Source: an optimization exercise on an open RTL-to-GDS flow (aim: small area and a short achievable clock period). Production flows keep margins and buffers that such runs may drop. Function was checked by simulation only, so behaviour that the tests miss may differ from the original. No activity file was given, so power comes from the tool's default toggle rates.

## job 4023
==> flow/design.v <==
package conv_pkg;
  function automatic integer sq(input integer n);
    sq = n * n;
  endfunction
  function automatic integer nbits(input integer n);
    nbits = $clog2(n + 1);
  endfunction
  localparam int K_DIM  = 3;
  localparam int I_DIM  = 8;
  localparam int M_BITS = 16;
  localparam int O_DIM  = K_DIM + I_DIM - 1;
  localparam int O_SIZE = sq(O_DIM);
  localparam int O_BITS = nbits(O_DIM);
  localparam int A_BITS = nbits(O_SIZE);
  typedef enum logic [0:0] {FILL, DRAIN} out_state_t;
  typedef logic [A_BITS-1:0] addr_t;
  typedef logic [M_BITS-1:0] word_t;
  typedef logic [O_BITS-1:0] coord_t;
endpackage
module out_frame_buf (
  input  logic  clk,
  input  logic  clr,
  input  logic [conv_pkg::O_DIM-1:0]  wrow,
  input  logic [conv_pkg::O_DIM-1:0]  wcol,
  input  conv_pkg::word_t wdata,
  input  logic [conv_pkg::O_DIM-1:0]  rrow,
  input  logic [conv_pkg::O_DIM/2-1:0][conv_pkg::O_DIM-1:0] rcsel,
  output conv_pkg::word_t rdata,
  output logic  rvalid
);
  localparam int N = conv_pkg::O_DIM;
  conv_pkg::word_t             mem [0:conv_pkg::O_SIZE-1];
  logic [conv_pkg::O_SIZE-1:0] written;
  logic [conv_pkg::O_SIZE-1:0] we;
  always_comb begin
    for (int r = 0; r < N; r++)
      for (int c = 0; c < N; c++)
        we[r*N+c] = wrow[r] && wcol[c];
  end
  always_ff @(posedge clk) begin
    for (int s = 0; s < conv_pkg::O_SIZE; s++)
      if (we[s]) mem[s] <= wdata;
  end
  always_ff @(posedge clk) begin
    if (clr) written <= '0;
    else     written <= written | we;
  end
  conv_pkg::word_t row_data [0:N-1];
  logic [N-1:0]    row_valid;
  always_comb begin
    for (int r = 0; r < N; r++) begin
      row_data[r]  = '0;
      row_valid[r] = 1'b0;
      for (int c = 0; c < N; c++) begin
        row_data[r]  = row_data[r]  | (mem[r*N+c] & {conv_pkg::M_BITS{rcsel[r/2][c]}});
        row_valid[r] = row_valid[r] | (written[r*N+c] & rcsel[r/2][c]);
      end
    end
    rdata  = '0;
    rvalid = 1'b0;
    for (int r = 0; r < N; r++) begin
      rdata  = rdata  | (row_data[r] & {conv_pkg::M_BITS{rrow[r]}});
      rvalid = rvalid | (row_valid[r] & rrow[r]);
    end
  end
endmodule
module conv_out_ctrl (
  input  logic                clk,
  input  logic                rst,
  input  logic [conv_pkg::M_BITS-1:0] in_data,
  input  logic [2*conv_pkg::O_BITS-1:0] in_user,
  input  logic                in_last,
  input  logic                in_valid,
  output logic                in_ready,
  output logic [conv_pkg::M_BITS-1:0] out_data,
  output logic                out_last,
  output logic                out_valid,
  input  logic                out_ready,
  output logic                err_range,
  output logic                err_miss
);
  localparam int N = conv_pkg::O_DIM;
  logic            drain_q;       
  logic            fill_q;        
  logic [N-1:0]    rrow_q;        
  logic [N-1:0]    rcol_q;        
  logic [N/2-1:0][N-1:0] rcsel_q; 
  logic [N-1:0]    rrow_n, rcol_n;
  logic            last_q;        
  logic            shown_valid_q; 
  conv_pkg::word_t dout_q;        
  conv_pkg::word_t dout_h_q;      
  logic            last_h_q;      
  logic [N-1:0]    wrow_q, wcol_q;
  conv_pkg::word_t wdata_q;
  conv_pkg::coord_t row, col;
  logic [N-1:0]    wrow, wcol;
  logic            acc, in_range, in_hit0, pend_hit;
  conv_pkg::word_t rdata;
  logic            rvalid;
  logic            hs_out, done, advance;
  assign row = in_user[2*conv_pkg::O_BITS-1:conv_pkg::O_BITS];
  assign col = in_user[conv_pkg::O_BITS-1:0];
  assign acc = in_valid && !drain_q;
  always_comb begin
    for (int i = 0; i < N; i++) begin
      wrow[i] = acc && (row == conv_pkg::coord_t'(i));
      wcol[i] = (col == conv_pkg::coord_t'(i));
    end
  end
  assign in_range = (row < conv_pkg::coord_t'(N)) && (col < conv_pkg::coord_t'(N));
  assign in_hit0  = wrow[0] && wcol[0];
  assign pend_hit = wrow_q[0] && (drain_q ? wcol_q[1] : wcol_q[0]);
  assign hs_out  = drain_q && out_ready;
  assign done    = hs_out && last_q;
  assign advance = (acc && in_last) || hs_out;
  always_ff @(posedge clk) begin
    if (rst) begin
      wrow_q <= '0;
    end else begin
      wrow_q <= wrow;
    end
    wcol_q  <= wcol;
    wdata_q <= in_data;
  end
  out_frame_buf u_buf (
    .clk    (clk),
    .clr    (rst || done),
    .wrow   (wrow_q),
    .wcol   (wcol_q),
    .wdata  (wdata_q),
    .rrow   (rrow_q),
    .rcsel  (rcsel_q),
    .rdata  (rdata),
    .rvalid (rvalid)
  );
  always_comb begin
    rrow_n = rrow_q;
    rcol_n = rcol_q;
    if (rst || done) begin
      rrow_n = {{(N-1){1'b0}}, 1'b1};
      rcol_n = {{(N-1){1'b0}}, 1'b1};
    end else if (advance) begin
      rcol_n = {rcol_q[N-2:0], rcol_q[N-1]};
      if (rcol_q[N-1]) rrow_n = {rrow_q[N-2:0], rrow_q[N-1]};
    end
  end
  always_ff @(posedge clk) begin
    rrow_q <= rrow_n;
    rcol_q <= rcol_n;
    for (int g = 0; g < N/2; g++)
      rcsel_q[g] <= rcol_n & {N{rrow_n[2*g] || rrow_n[2*g+1]}};
    if (rst || done) begin
      drain_q <= 1'b0;
      fill_q  <= 1'b1;
    end else if (acc && in_last) begin
      drain_q <= 1'b1;
      fill_q  <= 1'b0;
    end
  end
  logic            load;
  conv_pkg::word_t dout_n;
  logic            last_n;
  assign load   = !drain_q || out_ready;
  assign dout_n = in_hit0 ? in_data : pend_hit ? wdata_q : (rvalid ? rdata : '0);
  assign last_n = drain_q && rrow_q[N-1] && rcol_q[N-1];
  always_ff @(posedge clk) begin
    if (rst) begin
      dout_h_q <= '0;
      last_h_q <= 1'b0;
    end else if (load) begin
      dout_h_q <= dout_n;
      last_h_q <= last_n;
    end
    if (load) shown_valid_q <= in_hit0 || pend_hit || rvalid;
    dout_q <= load ? dout_n : dout_h_q;
    last_q <= load ? last_n : last_h_q;
  end
  assign in_ready  = fill_q;
  assign out_valid = drain_q;
  assign out_data  = dout_q;
  assign out_last  = last_q;
  always_ff @(posedge clk) begin
    if (rst) begin
      err_range <= 1'b0;
      err_miss  <= 1'b0;
    end else begin
      if (acc && !in_range)
        err_range <= 1'b1;
      if (hs_out && !shown_valid_q)
        err_miss <= 1'b1;
    end
  end
endmodule
Settings: LEC_CHECK=0, CAP_MARGIN=20, CORE_MARGIN=2, CORE_UTILIZATION=60, SETUP_SLACK_MARGIN=3.0, SLEW_MARGIN=60; clock period 5.5 ns.
standard.sh (not shown) runs the stock make flow with config.mk's settings and CLKGATE_MAP_FILE= SYNTH_SCRIPT=/design/flow/synth_recipe.tcl, a recipe that flattens the netlist after the stock synthesis.
==> flow/flow/run.sh <==
#!/bin/bash
# Standard ORFS layout, except that the port buffers start as buf_4
# (resizable within the buf footprint) instead of the default pick.
set -euo pipefail
bash standard.sh BUFFER_PORTS_ARGS="-buffer_cell sky130_fd_sc_hd__buf_4" finish > orfs_make.log 2>&1
Job 4023 finished every step from synthesis to the final layout, and the layout passed the timing, DRC and antenna checks.
### job 4023 -> job 7555
-- flow/design.v --
<<< job 4023, line 166
  assign last_n = drain_q && rrow_q[N-1] && rcol_q[N-1];
  always_ff @(posedge clk) begin
    if (rst) begin
      dout_h_q <= '0;
      last_h_q <= 1'b0;
    end else if (load) begin
      dout_h_q <= dout_n;
      last_h_q <= last_n;
    end
    if (load) shown_valid_q <= in_hit0 || pend_hit || rvalid;
    dout_q <= load ? dout_n : dout_h_q;
    last_q <= load ? last_n : last_h_q;
>>> job 7555, line 166
  assign last_n = drain_q && rrow_q[N-1] && rcol_q[N-1];
  always_ff @(posedge clk) begin
    if (load) begin
      dout_h_q      <= dout_n;
      last_h_q      <= last_n;
      shown_valid_q <= in_hit0 || pend_hit || rvalid;
    end
    dout_q <= load ? dout_n : dout_h_q;
    last_q <= load ? last_n : last_h_q;
[summary]
Summary: post-route minimum period, job 7555 better than job 4023. Job 4023 → job 7555: switching share of total power lower; length of routed met2 wiring saw a decrease; wire length has decreased; internal power consumption higher; leakage power summed over all cells now smaller. Per the comparison of job 7555 with job 4023, setup slack rose 13 ps, worst-path maximum fanout fell 33. Cell area across job 4023 and job 7555: no real change. Cell depth of the worst flop-to-flop path came out exactly the same in job 4023 and job 7555.


conv_out_ctrl, a different RTL version from the one above (not shown whole).
Size: roughly 3900 cells after synthesis, ~1900 flip-flops.
==> module out_frame_buf, before the edit <==
module out_frame_buf (
  input  logic  clk,
  input  logic  clr,
  input  logic [conv_pkg::O_DIM-1:0]  wrow,
  input  logic [conv_pkg::O_DIM-1:0]  wcol,
  input  conv_pkg::word_t wdata,
  input  logic [conv_pkg::O_SIZE-1:0] rsel,
  output conv_pkg::word_t rdata,
  output logic  rvalid
);
  localparam int N = conv_pkg::O_DIM;
  conv_pkg::word_t             mem [0:conv_pkg::O_SIZE-1];
  logic [conv_pkg::O_SIZE-1:0] written;
  logic [conv_pkg::O_SIZE-1:0] we;
  always_comb begin
    for (int r = 0; r < N; r++)
      for (int c = 0; c < N; c++)
        we[r*N+c] = wrow[r] && wcol[c];
  end
  always_ff @(posedge clk) begin
    for (int s = 0; s < conv_pkg::O_SIZE; s++)
      if (we[s]) mem[s] <= wdata;
  end
  always_ff @(posedge clk) begin
    if (clr) written <= '0;
    else     written <= written | we;
  end
  always_comb begin
    rdata  = '0;
    rvalid = 1'b0;
    for (int s = 0; s < conv_pkg::O_SIZE; s++) begin
      rdata  = rdata  | (mem[s] & {conv_pkg::M_BITS{rsel[s]}});
      rvalid = rvalid | (written[s] & rsel[s]);
    end
  end
endmodule
==> module conv_out_ctrl, before the edit <==
module conv_out_ctrl (
  input  logic                clk,
  input  logic                rst,
  input  logic [conv_pkg::M_BITS-1:0] in_data,
  input  logic [2*conv_pkg::O_BITS-1:0] in_user,
  input  logic                in_last,
  input  logic                in_valid,
  output logic                in_ready,
  output logic [conv_pkg::M_BITS-1:0] out_data,
  output logic                out_last,
  output logic                out_valid,
  input  logic                out_ready,
  output logic                err_range,
  output logic                err_miss
);
  localparam int N = conv_pkg::O_DIM;
  logic            drain_q;       
  logic            fill_q;        
  logic [conv_pkg::O_SIZE-1:0] rsel_q;  
  logic            last_q;        
  logic            shown_valid_q; 
  conv_pkg::word_t dout_q;        
  logic [N-1:0]    wrow_q, wcol_q;
  conv_pkg::word_t wdata_q;
  conv_pkg::coord_t row, col;
  logic [N-1:0]    wrow, wcol;
  logic            acc, in_range, in_hit0, pend_hit;
  conv_pkg::word_t rdata;
  logic            rvalid;
  logic            hs_out, done, advance;
  assign row = in_user[2*conv_pkg::O_BITS-1:conv_pkg::O_BITS];
  assign col = in_user[conv_pkg::O_BITS-1:0];
  assign acc = in_valid && !drain_q;
  always_comb begin
    for (int i = 0; i < N; i++) begin
      wrow[i] = acc && (row == conv_pkg::coord_t'(i));
      wcol[i] = (col == conv_pkg::coord_t'(i));
    end
  end
  assign in_range = (row < conv_pkg::coord_t'(N)) && (col < conv_pkg::coord_t'(N));
  assign in_hit0  = wrow[0] && wcol[0];
  assign pend_hit = wrow_q[0] && (drain_q ? wcol_q[1] : wcol_q[0]);
  assign hs_out  = drain_q && out_ready;
  assign done    = hs_out && last_q;
  assign advance = (acc && in_last) || hs_out;
  always_ff @(posedge clk) begin
    if (rst) begin
      wrow_q <= '0;
    end else begin
      wrow_q <= wrow;
    end
    wcol_q  <= wcol;
    wdata_q <= in_data;
  end
  out_frame_buf u_buf (
    .clk    (clk),
    .clr    (rst || done),
    .wrow   (wrow_q),
    .wcol   (wcol_q),
    .wdata  (wdata_q),
    .rsel   (rsel_q),
    .rdata  (rdata),
    .rvalid (rvalid)
  );
  always_ff @(posedge clk) begin
    if (rst || done) begin
      drain_q <= 1'b0;
      fill_q  <= 1'b1;
      rsel_q  <= {{(conv_pkg::O_SIZE-1){1'b0}}, 1'b1};
    end else begin
      if (acc && in_last) begin
        drain_q <= 1'b1;
        fill_q  <= 1'b0;
      end
      if (advance) rsel_q <= {rsel_q[conv_pkg::O_SIZE-2:0], rsel_q[conv_pkg::O_SIZE-1]};
    end
  end
  always_ff @(posedge clk) begin
    if (!drain_q || out_ready) begin
      dout_q        <= in_hit0 ? in_data : pend_hit ? wdata_q : (rvalid ? rdata : '0);
      shown_valid_q <= in_hit0 || pend_hit || rvalid;
      last_q        <= drain_q && rsel_q[conv_pkg::O_SIZE-1];
    end
  end
  assign in_ready  = fill_q;
  assign out_valid = drain_q;
  assign out_data  = dout_q;
  assign out_last  = last_q;
  always_ff @(posedge clk) begin
    if (rst) begin
      err_range <= 1'b0;
      err_miss  <= 1'b0;
    end else begin
      if (acc && !in_range)
        err_range <= 1'b1;
      if (hs_out && !shown_valid_q)
        err_miss <= 1'b1;
    end
  end
endmodule
export LEC_CHECK = 0
export ABC_CLOCK_PERIOD_IN_PS = 2500
export CAP_MARGIN = 20
export CORE_MARGIN = 2
export CORE_UTILIZATION = 60
export SETUP_SLACK_MARGIN = 2.5
export SLEW_MARGIN = 60
create_clock -name core_clock -period 5.5 [get_ports {clk}]
Scripts as last shown in full above: flow/flow/run.sh
Next try:
--- a/flow/design.v
+++ b/flow/design.v
@@ -23,7 +23,8 @@
   input  logic [conv_pkg::O_DIM-1:0]  wrow,
   input  logic [conv_pkg::O_DIM-1:0]  wcol,
   input  conv_pkg::word_t wdata,
-  input  logic [conv_pkg::O_SIZE-1:0] rsel,
+  input  logic [conv_pkg::O_DIM-1:0]  rrow,
+  input  logic [conv_pkg::O_DIM-1:0]  rcol,
   output conv_pkg::word_t rdata,
   output logic  rvalid
 );
@@ -44,12 +45,22 @@
     if (clr) written <= '0;
     else     written <= written | we;
   end
+  conv_pkg::word_t row_data [0:N-1];
+  logic [N-1:0]    row_valid;
   always_comb begin
+    for (int r = 0; r < N; r++) begin
+      row_data[r]  = '0;
+      row_valid[r] = 1'b0;
+      for (int c = 0; c < N; c++) begin
+        row_data[r]  = row_data[r]  | (mem[r*N+c] & {conv_pkg::M_BITS{rcol[c]}});
+        row_valid[r] = row_valid[r] | (written[r*N+c] & rcol[c]);
+      end
+    end
     rdata  = '0;
     rvalid = 1'b0;
-    for (int s = 0; s < conv_pkg::O_SIZE; s++) begin
-      rdata  = rdata  | (mem[s] & {conv_pkg::M_BITS{rsel[s]}});
-      rvalid = rvalid | (written[s] & rsel[s]);
+    for (int r = 0; r < N; r++) begin
+      rdata  = rdata  | (row_data[r] & {conv_pkg::M_BITS{rrow[r]}});
+      rvalid = rvalid | (row_valid[r] & rrow[r]);
     end
   end
 endmodule
@@ -71,7 +82,8 @@
   localparam int N = conv_pkg::O_DIM;
   logic            drain_q;       
   logic            fill_q;        
-  logic [conv_pkg::O_SIZE-1:0] rsel_q;  
+  logic [N-1:0]    rrow_q;        
+  logic [N-1:0]    rcol_q;        
   logic            last_q;        
   logic            shown_valid_q; 
   conv_pkg::word_t dout_q;        
@@ -113,7 +125,8 @@
     .wrow   (wrow_q),
     .wcol   (wcol_q),
     .wdata  (wdata_q),
-    .rsel   (rsel_q),
+    .rrow   (rrow_q),
+    .rcol   (rcol_q),
     .rdata  (rdata),
     .rvalid (rvalid)
   );
@@ -121,20 +134,24 @@
     if (rst || done) begin
       drain_q <= 1'b0;
       fill_q  <= 1'b1;
-      rsel_q  <= {{(conv_pkg::O_SIZE-1){1'b0}}, 1'b1};
+      rrow_q  <= {{(N-1){1'b0}}, 1'b1};
+      rcol_q  <= {{(N-1){1'b0}}, 1'b1};
     end else begin
       if (acc && in_last) begin
         drain_q <= 1'b1;
         fill_q  <= 1'b0;
       end
-      if (advance) rsel_q <= {rsel_q[conv_pkg::O_SIZE-2:0], rsel_q[conv_pkg::O_SIZE-1]};
+      if (advance) begin
+        rcol_q <= {rcol_q[N-2:0], rcol_q[N-1]};
+        if (rcol_q[N-1]) rrow_q <= {rrow_q[N-2:0], rrow_q[N-1]};
+      end
     end
   end
   always_ff @(posedge clk) begin
     if (!drain_q || out_ready) begin
       dout_q        <= in_hit0 ? in_data : pend_hit ? wdata_q : (rvalid ? rdata : '0);
       shown_valid_q <= in_hit0 || pend_hit || rvalid;
-      last_q        <= drain_q && rsel_q[conv_pkg::O_SIZE-1];
+      last_q        <= drain_q && rrow_q[N-1] && rcol_q[N-1];
     end
   end
   assign in_ready  = fill_q;
Result: Setup slack improved by 0.20 ns; combinational power goes up by 39%; final cell count goes down by 9.7%; total power goes down by 2.4%; clock skew goes down by 0.0031 ns; core utilization goes down by 1.4 points.

==> separate check: timing with driven ports <==
Ports are ideal in the flow. The routed layouts listed here were re-timed in OpenROAD. Step 1 sets driving cells, clkbuf_16 on the clock port and buf_2 on the other inputs (assumed; they add their load-dependent delay and slew). Step 2 also shifts input and output timing later by t, the mid clock arrival at the registers, as if the neighbouring blocks saw the same clock. a / b / c = ideal / step 1 / step 2; a / b = the first two.
run	shift t [ns]	setup WS [ns]	slew at the worst register clock pin (ns)	pins driven straight from the clock port
job 4023	0.861	2.913 / 2.913 / 2.473	0.07 / 0.07	1
job 7555	0.855	2.925 / 2.846 / 2.275	0.07 / 0.07	1
the first run of note 2	0.883	2.246 / 2.246 / 1.752	0.07 / 0.07	1
the second run of note 2	0.847	2.442 / 2.442 / 2.372	0.07 / 0.07	1
After both steps setup and hold are still met in every run listed. For job 7555, which loses most, drivers alone change the setup slack by -0.079 ns; drivers and shift together by -0.650 ns.
